This design comes from an exercise in tuning for small area and a short achievable clock period on the open sky130 flow, not from production work.
Function was checked by simulation only, so behaviour that the tests miss may differ from the original.
Power is estimated from default activity; no workload was simulated.

==> module setup_ctrl, before the edit <==
module setup_ctrl (
	input  wire     clk_cpu,
	input  wire     reset_i,
	input  setup_pkg::status_t status_i,
	input  wire     loaded_i,
	output setup_pkg::setup_t  setup_o,
	output logic    sys_reset_o
);
	logic [2:0] speed_q;
	logic [1:0] wait_q;
	logic       swap_q;
	always_ff @(posedge clk_cpu) begin
		if (reset_i) begin
			speed_q <= 3'd0;
			wait_q  <= 2'd0;
			swap_q  <= 1'b0;
		end else begin
			speed_q <= (status_i.speed == 3'd7) ? 3'd0 : status_i.speed;
			wait_q  <= status_i.isa_wait;
			swap_q  <= status_i.joy_swap;
		end
	end
	assign setup_o.cpu_speed = {
		speed_q[2] & speed_q[1],
		speed_q[2] & (speed_q[1] | speed_q[0]),
		speed_q[2],
		speed_q[2] | speed_q[1],
		speed_q[2] | speed_q[0]
	};
	assign setup_o.wait_states = {
		wait_q[1],
		wait_q[0],
		~(wait_q[1] & wait_q[0]),
		~(wait_q[1] | wait_q[0]),
		wait_q[1] & wait_q[0],
		wait_q[1] ^ wait_q[0],
		~wait_q[0],
		1'b0
	};
	assign setup_o.joy_swap = swap_q;
	always_ff @(posedge clk_cpu) begin
		sys_reset_o <= reset_i | status_i.reset_req | ~loaded_i;
	end
endmodule
Settings: LEC_CHECK=0, CAP_MARGIN=20, CORE_MARGIN=2, CORE_UTILIZATION=60, SETUP_SLACK_MARGIN=1.3, SLEW_MARGIN=20, SYNTH_HIERARCHICAL=1, SYNTH_MINIMUM_KEEP_SIZE=0; clock period 3.0 ns.
standard.sh (not shown) runs the stock make flow with config.mk's settings and CLKGATE_MAP_FILE= SYNTH_SCRIPT=/design/flow/synth_recipe.tcl, a recipe that flattens the netlist after the stock synthesis.
==> flow/flow/run.sh <==
#!/bin/bash
set -e
export CTS_ARGS="-sink_clustering_enable -repair_clock_nets -dont_use_dummy_load -sink_clustering_size ${CTS_SIZE:-24} -sink_clustering_max_diameter ${CTS_DIAM:-80}"
export BUFFER_PORTS_ARGS="-buffer_cell sky130_fd_sc_hd__buf_2"
cp standard.sh standard_sh.txt
bash standard.sh > standard.log 2>&1
Rerun with:
--- a/flow/design.v
+++ b/flow/design.v
@@ -53,42 +53,38 @@
 	input  setup_pkg::status_t status_i,
 	input  wire     loaded_i,
 	output setup_pkg::setup_t  setup_o,
 	output logic    sys_reset_o
 );
-	logic [2:0] speed_q;
-	logic [1:0] wait_q;
-	logic       swap_q;
+	setup_pkg::setup_t setup_d;
+	always_comb begin
+		setup_d.joy_swap = status_i.joy_swap;
+		case (status_i.speed)
+			3'd1: setup_d.cpu_speed = 5'd1;
+			3'd2: setup_d.cpu_speed = 5'd2;
+			3'd3: setup_d.cpu_speed = 5'd3;
+			3'd4: setup_d.cpu_speed = 5'd7;
+			3'd5: setup_d.cpu_speed = 5'd15;
+			3'd6: setup_d.cpu_speed = 5'd31;
+			default: setup_d.cpu_speed = 5'd0;
+		endcase
+		case (status_i.isa_wait)
+			2'd0: setup_d.wait_states = 8'd50;
+			2'd1: setup_d.wait_states = 8'd100;
+			2'd2: setup_d.wait_states = 8'd166;
+			default: setup_d.wait_states = 8'd200;
+		endcase
+	end
 	always_ff @(posedge clk_cpu) begin
 		if (reset_i) begin
-			speed_q <= 3'd0;
-			wait_q  <= 2'd0;
-			swap_q  <= 1'b0;
+			setup_o.cpu_speed   <= 5'd0;
+			setup_o.wait_states <= 8'd50;
+			setup_o.joy_swap    <= 1'b0;
 		end else begin
-			speed_q <= (status_i.speed == 3'd7) ? 3'd0 : status_i.speed;
-			wait_q  <= status_i.isa_wait;
-			swap_q  <= status_i.joy_swap;
+			setup_o <= setup_d;
 		end
 	end
-	assign setup_o.cpu_speed = {
-		speed_q[2] & speed_q[1],
-		speed_q[2] & (speed_q[1] | speed_q[0]),
-		speed_q[2],
-		speed_q[2] | speed_q[1],
-		speed_q[2] | speed_q[0]
-	};
-	assign setup_o.wait_states = {
-		wait_q[1],
-		wait_q[0],
-		~(wait_q[1] & wait_q[0]),
-		~(wait_q[1] | wait_q[0]),
-		wait_q[1] & wait_q[0],
-		wait_q[1] ^ wait_q[0],
-		~wait_q[0],
-		1'b0
-	};
-	assign setup_o.joy_swap = swap_q;
 	always_ff @(posedge clk_cpu) begin
 		sys_reset_o <= reset_i | status_i.reset_req | ~loaded_i;
 	end
 endmodule
 `default_nettype wire
Sequential power barely changes.
Synthesized cell count went up by 0.35%.
Non-clock buffer count increases by 13.
Global-route usage fell by 0.42 points.
Via count grows by 0.40%.
Routed wire length drops by 1.0%.
Total power is about the same.
Worst setup slack gets better by 15 ps.
Die area grows by 0.35%.
Final area went down by 0.41%.


next186_glue_top again, from the RTL that the note above started with.
export LEC_CHECK = 0
export CAP_MARGIN = 10
export CORE_MARGIN = 2
export CORE_UTILIZATION = 60
export SETUP_SLACK_MARGIN = 1.3
export SLEW_MARGIN = 10
export SYNTH_HIERARCHICAL = 1
export SYNTH_MINIMUM_KEEP_SIZE = 0
export TNS_END_PERCENT = 10
create_clock -name core_clock -period 3.0 [get_ports {clk_cpu}]
==> flow/flow/run.sh <==
#!/bin/bash
set -e
export CTS_ARGS="-sink_clustering_enable -repair_clock_nets -dont_use_dummy_load -sink_clustering_size ${CTS_SIZE:-24} -sink_clustering_max_diameter ${CTS_DIAM:-80}"
export BUFFER_PORTS_ARGS="-buffer_cell sky130_fd_sc_hd__buf_1"
cp standard.sh standard_sh.txt
bash standard.sh > standard.log 2>&1
The first run completed with no timing, DRC or antenna violations.
Rerun with:
--- a/flow/design.v
+++ b/flow/design.v
@@ -52,44 +52,40 @@
 	input  wire     reset_i,
 	input  setup_pkg::status_t status_i,
 	input  wire     loaded_i,
 	output setup_pkg::setup_t  setup_o,
 	output logic    sys_reset_o
 );
-	logic [2:0] speed_q;
-	logic [1:0] wait_q;
-	logic       swap_q;
+	setup_pkg::setup_t setup_d;
+	always_comb begin
+		setup_d.joy_swap = status_i.joy_swap;
+		case (status_i.speed)
+			3'd1: setup_d.cpu_speed = 5'd1;
+			3'd2: setup_d.cpu_speed = 5'd2;
+			3'd3: setup_d.cpu_speed = 5'd3;
+			3'd4: setup_d.cpu_speed = 5'd7;
+			3'd5: setup_d.cpu_speed = 5'd15;
+			3'd6: setup_d.cpu_speed = 5'd31;
+			default: setup_d.cpu_speed = 5'd0;
+		endcase
+		case (status_i.isa_wait)
+			2'd0: setup_d.wait_states = 8'd50;
+			2'd1: setup_d.wait_states = 8'd100;
+			2'd2: setup_d.wait_states = 8'd166;
+			default: setup_d.wait_states = 8'd200;
+		endcase
+	end
 	always_ff @(posedge clk_cpu) begin
 		if (reset_i) begin
-			speed_q <= 3'd0;
-			wait_q  <= 2'd0;
-			swap_q  <= 1'b0;
+			setup_o.cpu_speed   <= 5'd0;
+			setup_o.wait_states <= 8'd50;
+			setup_o.joy_swap    <= 1'b0;
 		end else begin
-			speed_q <= (status_i.speed == 3'd7) ? 3'd0 : status_i.speed;
-			wait_q  <= status_i.isa_wait;
-			swap_q  <= status_i.joy_swap;
+			setup_o <= setup_d;
 		end
 	end
-	assign setup_o.cpu_speed = {
-		speed_q[2] & speed_q[1],
-		speed_q[2] & (speed_q[1] | speed_q[0]),
-		speed_q[2],
-		speed_q[2] | speed_q[1],
-		speed_q[2] | speed_q[0]
-	};
-	assign setup_o.wait_states = {
-		wait_q[1],
-		wait_q[0],
-		~(wait_q[1] & wait_q[0]),
-		~(wait_q[1] | wait_q[0]),
-		wait_q[1] & wait_q[0],
-		wait_q[1] ^ wait_q[0],
-		~wait_q[0],
-		1'b0
-	};
-	assign setup_o.joy_swap = swap_q;
 	always_ff @(posedge clk_cpu) begin
 		sys_reset_o <= reset_i | status_i.reset_req | ~loaded_i;
 	end
 endmodule
 `default_nettype wire
 `timescale 1ns/1ps
=> Setup slack gets worse by 0.032 ns. Maximum frequency came out lower by about 1.4%. Global-route usage came out higher by 0.28 points. Hold slack gets better by 0.042 ns. Design area came out higher by about 0.6%. Power came out higher by about 0.9%. Critical path depth is unchanged. Clock power hardly moves. Non-clock buffer count came out higher by 19.

static timing again, ports no longer ideal:
The results above use ideal ports. As a check the final layouts listed here were re-extracted and re-timed, cells and wires unchanged. Step 1: set_driving_cell puts a clkbuf_16 on clk_cpu and a buf_2 on each other input, an assumption about the parent block. Step 2 also shifts input and output timing later by t, the mid clock arrival at the registers, as if the neighbouring blocks saw the same clock. Slacks: ideal / step 1 / step 2; pairs: ideal / step 1.
run | shift t [ns] | setup WS [ns] | hold WS [ns] | worst setup path after step 2 | pins driven straight from the clock port
the first run of note 1 | 0.738 | 0.792 / 0.792 / 0.525 | 0.128 / 0.078 / 0.401 | input to register | 1
the second run of note 1 | 0.710 | 0.807 / 0.807 / 0.568 | 0.128 / 0.088 / 0.415 | input to register | 1
the first run of note 2 | 0.718 | 0.829 / 0.829 / 0.134 | 0.126 / 0.080 / 0.391 | input to register | 1
the second run of note 2 | 0.732 | 0.798 / 0.798 / 0.254 | 0.169 / 0.129 / 0.452 | input to register | 1
After both steps setup and hold are still met in every run listed. For the first run of note 2, which loses most, drivers alone change the setup slack by 0.000 ns; drivers and shift together by -0.695 ns.
